Source: an optimization exercise on an open RTL-to-GDS flow (aim: small area, a short achievable clock period and few clock cycles). Production flows keep margins and buffers that such runs may drop.
Only simulation tests tie the RTL to the original design; equivalence was not proved.

<file path="design.v">
package fdc_pkg;
    localparam int FDC_DIGITS = 4;
    localparam int DATA_W     = 32;
    localparam int STEP_W     = 4;
    localparam logic [3:0] MAX_DIGIT = 4'd9;
    localparam logic [1:0] ACT_DIGIT = 2'd0;
    localparam logic [1:0] ACT_OPER  = 2'd1;
    localparam logic [1:0] ACT_APPLY = 2'd2;
    localparam logic [1:0] ACT_CLEAR = 2'd3;
    localparam logic [1:0] OP_ADD = 2'd0;
    localparam logic [1:0] OP_MUL = 2'd1;
    localparam logic [1:0] OP_SUB = 2'd2;
    localparam logic [1:0] OP_DIV = 2'd3;
    localparam logic [STEP_W-1:0] S_DIGIT     = 4'd0;
    localparam logic [STEP_W-1:0] S_DIG_RCP   = 4'd1;
    localparam logic [STEP_W-1:0] S_DIG_REM   = 4'd2;
    localparam logic [STEP_W-1:0] S_DIG_DONE  = 4'd3;
    localparam logic [STEP_W-1:0] S_OPER      = 4'd4;
    localparam logic [STEP_W-1:0] S_CLEAR     = 4'd5;
    localparam logic [STEP_W-1:0] S_APPLY     = 4'd6;
    localparam logic [STEP_W-1:0] S_CHK_FAULT = 4'd7;
    localparam logic [STEP_W-1:0] S_QDIV      = 4'd8;
    localparam logic [STEP_W-1:0] S_QWAIT     = 4'd9;
    localparam logic [STEP_W-1:0] S_QUOT      = 4'd10;
    localparam logic [STEP_W-1:0] S_CHK_NEG   = 4'd11;
    localparam logic [STEP_W-1:0] S_MOD       = 4'd12;
    localparam logic [STEP_W-1:0] S_TAKE_REM  = 4'd13;
    localparam logic [STEP_W-1:0] S_COMMIT    = 4'd14;
    typedef logic [3:0] uop_t;
    localparam uop_t U_NOP     = 4'd0;
    localparam uop_t U_X10     = 4'd1;   
    localparam uop_t U_RCP     = 4'd2;   
    localparam uop_t U_WAIT    = 4'd3;   
    localparam uop_t U_DIGIT   = 4'd4;   
    localparam uop_t U_OPNEXT  = 4'd5;   
    localparam uop_t U_CLEAR   = 4'd6;   
    localparam uop_t U_ARITH   = 4'd7;   
    localparam uop_t U_DIV_ENT = 4'd8;   
    localparam uop_t U_QUOT    = 4'd9;   
    localparam uop_t U_REM     = 4'd10;   
    localparam uop_t U_COMMIT  = 4'd11;   
    typedef logic [1:0] cond_t;
    localparam cond_t C_NONE   = 2'd0;
    localparam cond_t C_NOTDIV = 2'd1;
    localparam cond_t C_FAULT  = 2'd2;
    localparam cond_t C_NEG    = 2'd3;
    typedef struct packed {
        uop_t              op;
        cond_t             cond;
        logic [STEP_W-1:0] target;
        logic              fin;
    } ucode_t;
    typedef struct packed {
        uop_t op;
        logic fire;
        logic fin;
    } ctrl_t;
    typedef struct packed {
        logic not_div;
        logic fault;
        logic w_neg;
        logic div_busy;
    } stat_t;
    typedef struct packed {
        logic [DATA_W-1:0] shown;
        logic [1:0]        op_index;
        logic              name;
        logic              fault;
    } res_t;
endpackage
module fdc_div (
    input  logic                      aclk,
    input  logic                      aresetn,
    input  logic                      start,
    input  logic [fdc_pkg::DATA_W-1:0] dividend,
    input  logic [fdc_pkg::DATA_W-1:0] divisor,
    output logic                      busy,
    output logic [fdc_pkg::DATA_W-1:0] quot
);
    localparam int W     = fdc_pkg::DATA_W;
    localparam int CNT_W = $clog2(W + 1);
    logic             busy_reg;
    logic [CNT_W-1:0] cnt_reg;
    logic [W-1:0]     q_reg;
    logic [W-1:0]     r_reg;
    logic [W-1:0]     d_reg;
    logic [W:0]       shifted;
    logic [W:0]       diff;
    assign shifted = {r_reg, q_reg[W-1]};
    assign diff    = shifted - {1'b0, d_reg};
    always_ff @(posedge aclk) begin
        if (!aresetn) begin
            busy_reg <= 1'b0;
            cnt_reg  <= '0;
        end else if (start) begin
            busy_reg <= 1'b1;
            cnt_reg  <= CNT_W'(W);
        end else if (busy_reg) begin
            cnt_reg <= cnt_reg - 1'b1;
            if (cnt_reg == CNT_W'(1)) begin
                busy_reg <= 1'b0;
            end
        end
    end
    always_ff @(posedge aclk) begin
        if (start) begin
            q_reg <= dividend;
            r_reg <= '0;
            d_reg <= divisor;
        end else if (busy_reg) begin
            if (!diff[W]) begin
                r_reg <= diff[W-1:0];
                q_reg <= {q_reg[W-2:0], 1'b1};
            end else begin
                r_reg <= shifted[W-1:0];
                q_reg <= {q_reg[W-2:0], 1'b0};
            end
        end
    end
    assign busy = busy_reg;
    assign quot = q_reg;
endmodule
module fdc_seq (
    input  logic                 aclk,
    input  logic                 aresetn,
    input  logic                 start,
    input  logic [1:0]           action,
    input  fdc_pkg::stat_t       stat,
    input  logic                 out_free,
    output fdc_pkg::ctrl_t       ctrl,
    output logic                 busy
);
    logic                        busy_reg;
    logic [fdc_pkg::STEP_W-1:0]  step_reg;
    fdc_pkg::ucode_t             word;
    logic                        fire;
    logic                        cond_true;
    logic [fdc_pkg::STEP_W-1:0]  entry_pt;
    always_comb begin
        word.op = fdc_pkg::U_NOP; word.cond = fdc_pkg::C_NONE; word.target = fdc_pkg::S_DIGIT; word.fin = 1'b0;
        unique case (step_reg)
            fdc_pkg::S_DIGIT:     word.op = fdc_pkg::U_X10;
            fdc_pkg::S_DIG_RCP:   word.op = fdc_pkg::U_RCP;
            fdc_pkg::S_DIG_REM:   word.op = fdc_pkg::U_REM;
            fdc_pkg::S_DIG_DONE:  begin word.op = fdc_pkg::U_DIGIT;  word.fin = 1'b1; end
            fdc_pkg::S_OPER:      begin word.op = fdc_pkg::U_OPNEXT; word.fin = 1'b1; end
            fdc_pkg::S_CLEAR:     begin word.op = fdc_pkg::U_CLEAR;  word.fin = 1'b1; end
            fdc_pkg::S_APPLY:     begin
                word.op = fdc_pkg::U_ARITH; word.cond = fdc_pkg::C_NOTDIV; word.target = fdc_pkg::S_CHK_NEG;
            end
            fdc_pkg::S_CHK_FAULT: begin word.cond = fdc_pkg::C_FAULT; word.target = fdc_pkg::S_COMMIT; end
            fdc_pkg::S_QDIV:      word.op = fdc_pkg::U_DIV_ENT;
            fdc_pkg::S_QWAIT:     word.op = fdc_pkg::U_WAIT;
            fdc_pkg::S_QUOT:      word.op = fdc_pkg::U_QUOT;
            fdc_pkg::S_CHK_NEG:   begin word.cond = fdc_pkg::C_NEG; word.target = fdc_pkg::S_COMMIT; end
            fdc_pkg::S_MOD:       word.op = fdc_pkg::U_RCP;
            fdc_pkg::S_TAKE_REM:  word.op = fdc_pkg::U_REM;
            default:     begin word.op = fdc_pkg::U_COMMIT; word.fin = 1'b1; end
        endcase
    end
    always_comb begin
        unique case (action)
            fdc_pkg::ACT_DIGIT: entry_pt = fdc_pkg::S_DIGIT;
            fdc_pkg::ACT_OPER:  entry_pt = fdc_pkg::S_OPER;
            fdc_pkg::ACT_APPLY: entry_pt = fdc_pkg::S_APPLY;
            default:            entry_pt = fdc_pkg::S_CLEAR;
        endcase
    end
    assign fire = busy_reg && (!word.fin || out_free)
                  && !(word.op == fdc_pkg::U_WAIT && stat.div_busy);
    always_comb begin
        unique case (word.cond)
            fdc_pkg::C_NOTDIV: cond_true = stat.not_div;
            fdc_pkg::C_FAULT:  cond_true = stat.fault;
            fdc_pkg::C_NEG:    cond_true = stat.w_neg;
            default:           cond_true = 1'b0;
        endcase
    end
    always_ff @(posedge aclk) begin
        if (!aresetn) begin
            busy_reg <= 1'b0;
            step_reg <= '0;
        end else if (start) begin
            busy_reg <= 1'b1;
            step_reg <= entry_pt;
        end else if (fire) begin
            if (word.fin) begin
                busy_reg <= 1'b0;
            end else if (cond_true) begin
                step_reg <= word.target;
            end else begin
                step_reg <= step_reg + 1'b1;
            end
        end
    end
    assign ctrl.op   = word.op;
    assign ctrl.fire = fire;
    assign ctrl.fin  = word.fin;
    assign busy      = busy_reg;
endmodule
module fdc_dpath #(
    parameter int DIGITS = fdc_pkg::FDC_DIGITS
) (
    input  logic           aclk,
    input  logic           aresetn,
    input  logic           start,
    input  logic [3:0]     digit_in,
    input  fdc_pkg::ctrl_t ctrl,
    output fdc_pkg::stat_t stat,
    output fdc_pkg::res_t  res
);
    localparam int W       = fdc_pkg::DATA_W;
    localparam int MODV    = 10 ** DIGITS;
    localparam int ENTRY_W = $clog2(MODV);
    localparam logic [W-1:0] MOD = W'(MODV);
    localparam int PROD_W  = 2 * W;
    localparam int SHIFT   = (W - 1) + ENTRY_W;
    localparam logic [PROD_W-1:0] RECIP_FULL =
        ((PROD_W'(1) << SHIFT) + PROD_W'(MODV) - PROD_W'(1)) / PROD_W'(MODV);
    localparam logic [W-1:0] RECIP = W'(RECIP_FULL);
    logic [ENTRY_W-1:0] entry_reg, entry_next;
    logic [W-1:0]       acc_reg, acc_next;
    logic [1:0]         opsel_reg, opsel_next;
    logic               fault_reg, fault_next;
    logic [W-1:0]       w_reg, w_next;
    logic               neg_reg, neg_next;
    logic [PROD_W-1:0]  prod_reg, prod_next;
    logic [W-1:0]       quot_est;
    logic [3:0]         digit_reg;
    logic [3:0]         digit_sat;
    logic [W-1:0]       entry_x;
    logic               div_start;
    logic               div_busy;
    logic [W-1:0]       div_quot;
    logic               go;
    assign entry_x   = {{(W-ENTRY_W){1'b0}}, entry_reg};
    assign digit_sat = (digit_reg > fdc_pkg::MAX_DIGIT) ? fdc_pkg::MAX_DIGIT : digit_reg;
    assign go        = ctrl.fire;
    assign quot_est  = W'(prod_reg >> SHIFT);
    assign div_start = go && (ctrl.op == fdc_pkg::U_DIV_ENT);
    fdc_div u_div (
        .aclk     (aclk),
        .aresetn  (aresetn),
        .start    (div_start),
        .dividend (w_reg),
        .divisor  (entry_x),
        .busy     (div_busy),
        .quot     (div_quot)
    );
    always_comb begin
        entry_next = entry_reg;
        acc_next   = acc_reg;
        opsel_next = opsel_reg;
        fault_next = fault_reg;
        w_next     = w_reg;
        neg_next   = neg_reg;
        prod_next  = prod_reg;
        res        = '0;
        if (start) begin
            fault_next = 1'b0;
        end
        if (go) begin
            unique case (ctrl.op)
                fdc_pkg::U_X10: begin
                    w_next = (entry_x << 3) + (entry_x << 1);
                end
                fdc_pkg::U_RCP: begin
                    prod_next = PROD_W'(w_reg[W-2:0]) * PROD_W'(RECIP);
                end
                fdc_pkg::U_DIGIT: begin
                    entry_next = ENTRY_W'(w_reg) + ENTRY_W'(digit_sat);
                end
                fdc_pkg::U_OPNEXT: begin
                    opsel_next = opsel_reg + 2'd1;
                end
                fdc_pkg::U_CLEAR: begin
                    entry_next = '0;
                    acc_next   = '0;
                    opsel_next = fdc_pkg::OP_ADD;
                end
                fdc_pkg::U_ARITH: begin
                    neg_next = acc_reg[W-1];
                    case (opsel_reg)
                        fdc_pkg::OP_ADD: w_next = acc_reg + entry_x;
                        fdc_pkg::OP_MUL: w_next = acc_reg * entry_x;
                        fdc_pkg::OP_SUB: w_next = acc_reg - entry_x;
                        default: begin
                            w_next     = acc_reg[W-1] ? (~acc_reg + 1'b1) : acc_reg;
                            fault_next = (entry_reg == '0);
                        end
                    endcase
                end
                fdc_pkg::U_QUOT: begin
                    w_next = neg_reg ? (~div_quot + 1'b1) : div_quot;
                end
                fdc_pkg::U_REM: begin
                    w_next = w_reg - quot_est * MOD;
                end
                fdc_pkg::U_COMMIT: begin
                    if (!fault_reg) begin
                        acc_next = w_reg;
                    end
                    entry_next = '0;
                end
                default: ;
            endcase
        end
        res.op_index = opsel_next;
        res.fault    = fault_reg;
        case (ctrl.op)
            fdc_pkg::U_DIGIT:  res.shown = {{(W-ENTRY_W){1'b0}}, entry_next};
            fdc_pkg::U_OPNEXT: res.name  = 1'b1;
            fdc_pkg::U_COMMIT: res.shown = acc_next;
            default: ;
        endcase
        if (ctrl.op != fdc_pkg::U_COMMIT) begin
            res.fault = 1'b0;
        end
    end
    always_ff @(posedge aclk) begin
        if (!aresetn) begin
            entry_reg <= '0;
            acc_reg   <= '0;
            opsel_reg <= fdc_pkg::OP_ADD;
            fault_reg <= 1'b0;
        end else begin
            entry_reg <= entry_next;
            acc_reg   <= acc_next;
            opsel_reg <= opsel_next;
            fault_reg <= fault_next;
        end
    end
    always_ff @(posedge aclk) begin
        w_reg    <= w_next;
        neg_reg  <= neg_next;
        prod_reg <= prod_next;
        if (start) begin
            digit_reg <= digit_in;
        end
    end
    assign stat.not_div  = (opsel_reg != fdc_pkg::OP_DIV);
    assign stat.fault    = fault_reg;
    assign stat.w_neg    = w_reg[W-1];
    assign stat.div_busy = div_busy;
endmodule
module four_digit_calculator_core #(
    parameter int DIGITS = fdc_pkg::FDC_DIGITS
) (
    input  logic        aclk,
    input  logic        aresetn,
    input  logic        s_tvalid,
    output logic        s_tready,
    input  logic [7:0]  s_tdata,    
    input  logic [1:0]  s_tuser,    
    output logic        m_tvalid,
    input  logic        m_tready,
    output logic [31:0] m_tdata,    
    output logic [3:0]  m_tuser     
);
    localparam logic [31:0] MOD = 32'(10 ** DIGITS);
    logic           accept;
    logic           out_free;
    logic           seq_busy;
    fdc_pkg::ctrl_t ctrl;
    fdc_pkg::stat_t stat;
    fdc_pkg::res_t  res;
    logic           m_tvalid_reg;
    logic [31:0]    m_tdata_reg;
    logic [3:0]     m_tuser_reg;
    assign s_tready = !seq_busy;
    assign accept   = s_tvalid && s_tready;
    assign out_free = !m_tvalid_reg || m_tready;
    fdc_seq u_seq (
        .aclk     (aclk),
        .aresetn  (aresetn),
        .start    (accept),
        .action   (s_tuser),
        .stat     (stat),
        .out_free (out_free),
        .ctrl     (ctrl),
        .busy     (seq_busy)
    );
    fdc_dpath #(
        .DIGITS (DIGITS)
    ) u_dpath (
        .aclk     (aclk),
        .aresetn  (aresetn),
        .start    (accept),
        .digit_in (s_tdata[3:0]),
        .ctrl     (ctrl),
        .stat     (stat),
        .res      (res)
    );
    always_ff @(posedge aclk) begin
        if (!aresetn) begin
            m_tvalid_reg <= 1'b0;
        end else if (ctrl.fire && ctrl.fin) begin
            m_tvalid_reg <= 1'b1;
        end else if (m_tready) begin
            m_tvalid_reg <= 1'b0;
        end
    end
    always_ff @(posedge aclk) begin
        if (ctrl.fire && ctrl.fin) begin
            m_tdata_reg <= res.shown;
            m_tuser_reg <= {res.fault, res.name, res.op_index};
        end
    end
    assign m_tvalid = m_tvalid_reg;
    assign m_tdata  = m_tdata_reg;
    assign m_tuser  = m_tuser_reg;
endmodule
</file>
<file path="run.sh">
#!/bin/bash
# synth_recipe.tcl (not shown) runs the flow's synth.tcl, then flattens the netlist and writes it again
# the make line also repeats each setting of config.mk as NAME=value (left out here)
make -C /OpenROAD-flow-scripts/flow DESIGN_CONFIG=/design/flow/config.mk WORK_HOME=/design/flow/orfs CLKGATE_MAP_FILE= SYNTH_SCRIPT=/design/flow/synth_recipe.tcl finish
</file>
<file path="config.mk">
export PLATFORM = sky130hd
export DESIGN_NAME = four_digit_calculator_core
export DESIGN_NICKNAME = four_digit_calculator_core
export VERILOG_FILES = /design/flow/design.v
export SDC_FILE = /design/flow/constraint.sdc
export NUM_CORES = 4
export LEC_CHECK = 0
export CAP_MARGIN = 20
export CORE_MARGIN = 2
export CORE_UTILIZATION = 40
export SLEW_MARGIN = 20
</file>
<file path="constraint.sdc">
create_clock -name core_clock -period 10.0 [get_ports {aclk}]
set_input_delay 2.0000 -clock core_clock [delete_from_list [all_inputs] [get_ports {aclk}]]
set_output_delay 2.0000 -clock core_clock [all_outputs]
set_load 0.01 [all_outputs]
</file>
==> flow_summary.ini <==
[run_status]
status = timing/DRC/antenna clean

[sta]
fin_tns_setup_ns = 0
hold_slack_ns = 0.499
finalSetupViolations = 0
fin_ws_ns = 1.23
relSlewSlack = 0.273
slew_viol_final = 0
period_needed_ns = 8.77
max_freq_mhz = 114
worstMarginPinSlew_ns = 1.08
clock_skew_ns = 0.0426
rsz0062_at_grt = no
timing.final.crit_share = 0.877
hold_viol_final = 0

[yosys]
ys_seq_area_frac = 0.135
synth_edf_count = 137
synthCells = 4927
synth_ff_type = edfxtp_1
synth_area_leaders = fa_1, ha_1, edfxtp_1
synth_warnings = 4
synth_nets = 6282
postSynthAreaPerCell_um2 = 9.32
yosysUniqueCellTypes = 75
synth.top_cell.area_share = 0.323
synth-async-reset-ratio = 0
synth_seq_cells = 240
synth_top_cell_by_area = fa_1
yosys-top-cells-count = inv_1, fa_1, ha_1, nand2_1, a21oi_1
syn_area_um2 = 45900
synth.most_common_cell = inv_1

[global_routing]
grt_pass1_vias = 35200
grt_max_degree = 73
grt_usage = 0.226
grt_pass1_wl_mm = 205
gr-total-overflow = 0
antenna_found_initial = 0

[floorplanning]
rows = 124
start_util = 0.403
die_height_um = 343
pin_count = 52
die_area_um2 = 117000
core_area_um2 = 114000
die_w_um = 343

[layout]
drive_gt1_frac = 0.0347
areaGrowthSynthToFinish_pct = 7.31
nFillCells = 11100
n_antenna_cell = 0
finish.net_count = 6262

[setup_path]
cp_max_fo = 10
required_ns = 10.30
crit_type = reg2reg
r2r_start = u_dpath.w_reg[16]
r2r_setup_slack_ns = 1.23
cp_slowest_cell = edfxtp_1
end_kind = flip-flop
critPathMaxStageDelay_ns = 0.97
worstReg2RegEnd = u_dpath.prod_reg[57]
crit_start = u_dpath.w_reg[16]
cp_data_arrival_time_ns = 9.08
reg2reg_depth = 28
worstSetupStartpointType = flip-flop

[hold_path]
holdCritPathClass = reg2reg
min_from = u_dpath.u_div.r_reg[1]
min_to = u_dpath.u_div.r_reg[1]
holdPathStages = 2

[clocking]
cts_resized = 0
post-cts-setup-buffers = 0
clockBufferDepth = 3
clkTransAtPathRegs_ns = 0.06
cts_buffers = 28
clock_latency_ns = 0.59
cts_tree = built
cts-root-buf = clkbuf_16
cts_num_sinks = 240
cts_hold_buf = 0
htree_levels = 1

[route]
vias = 33700
dr.pass1.iters = 8
drt-initial-drc-count = 2241
viasPerCell = 5.24
routedWlPerCell_um = 20.1
ant_nets = 0
drc = 0
drt-total-wl_mm = 130

[place]
dp_hpwl_mm = 106
io_buffers = 47
globalplace.congestion = 0.939
post-place-ws_ns = 1.24

[flow_run]
max_cap_violations = 0
metrics by stage:
| step | cell area, um2 | util | cells |
|---|---|---|---|
| floorplan | 45900 | - | 4927 |
| global placement | 48200 | 0.423 | 6389 |
| detailed placement | 48200 | 0.423 | 6389 |
| CTS | 49300 | 0.432 | 6441 |
| global route | 49300 | 0.432 | 6441 |
| finish | 49300 | 0.432 | 6441 |
metal layers:
layer | wire length, um | up-vias | global-route usage
met5 | 0 | - | 0
met4 | 3430 | 0 | 0.0564
met3 | 7860 | 173 | 0.0305
met2 | 60700 | 923 | 0.373
met1 | 57800 | 16900 | 0.313
li1 | - | 15700 | -
cells by family (layout without fill, tap and decap cells):
group,Yosys count,in the layout,synth area share
AO/OA/AOI/OAI,766,766,0.109
XOR/XNOR,265,265,0.0506
adder cells (fa/ha/maj),1341,1341,0.487
buffers and inverters,1245,1247,0.102
flip-flops,240,240,0.135
multiplexers,34,34,0.00747
AND/OR/NAND/NOR,1036,1036,0.110
cells in the final DEF, fill, tap and decap left out, types with 111 or more instances in the layout:
cell         n
a21oi_1    182
and2_1     166
edfxtp_1   137
fa_1       740
ha_1       600
inv_1     1064
nand2_1    419
nor2_1     141
o21ai_0    159
xnor2_1    154
xor2_1     111
final cells by class:
| class | instances | area [um2] | share of cell area |
|---|---|---|---|
| multi-input cells | 3442 | 35100 | 0.712 |
| flip-flops and latches | 240 | 6180 | 0.125 |
| inverters | 1066 | 4000 | 0.0812 |
| well taps | 1512 | 1890 | 0.0384 |
| repair buffers | 129 | 1090 | 0.0222 |
| clock buffers | 33 | 719 | 0.0146 |
| clock inverters | 19 | 297 | 0.00602 |
worst max-delay path: cells and delay by family (launching register included):
kind                       cells  cell delay [ns]
adders and majority gates      9             4.21
xor gates and xnor gates       1             0.14
AOI/OAI and AO/OA              5             1.11
DFF                            1             0.97
buffers and inverters          8             0.67
and+or+nand+nor                5             1.37
worst max-delay path by stage:
stage / slack [ns] / end / depth (start not counted)
6_report: 1.23 / u_dpath.prod_reg[57] / 28
5_1_grt: 0.72 / u_dpath.prod_reg[57] / 28
4_1_cts: 1.14 / u_dpath.prod_reg[57] / 28
3_5_place_dp: 1.24 / u_dpath.prod_reg[57] / 28
3_3_place_gp: 1.27 / u_dpath.prod_reg[57] / 28
2_1_floorplan: 2.79 / u_dpath.prod_reg[55] / 25
Testbench counts, summed over its fixed seeds: cycles 17,856.

## re-timing with driven ports
How much do the figures lean on ideal ports? The routed layout below was timed once more, with nothing changed but the port constraints.
Step 1 sets driving cells, clkbuf_16 on the clock port and buf_2 on the other inputs (assumed; they add their load-dependent delay and slew).
Step 2 adds t to the input delays and takes it off the output delays; t is the mean of the earliest and latest rising clock arrival at the registers after step 1. Input paths then give back, and output paths get back, about the clock's delay inside the block.
a / b / c = ideal ports / drivers / drivers and shift; a / b = the first two.
t, ns: 0.630
setup slack, ns: 1.226 / 1.226 / 1.226
worst slew at a driven data input, ns: 0.04
After both steps setup and hold are still met in this run. The setup slack of this run moves by 0.000 ns with the drivers and by 0.000 ns with both steps.
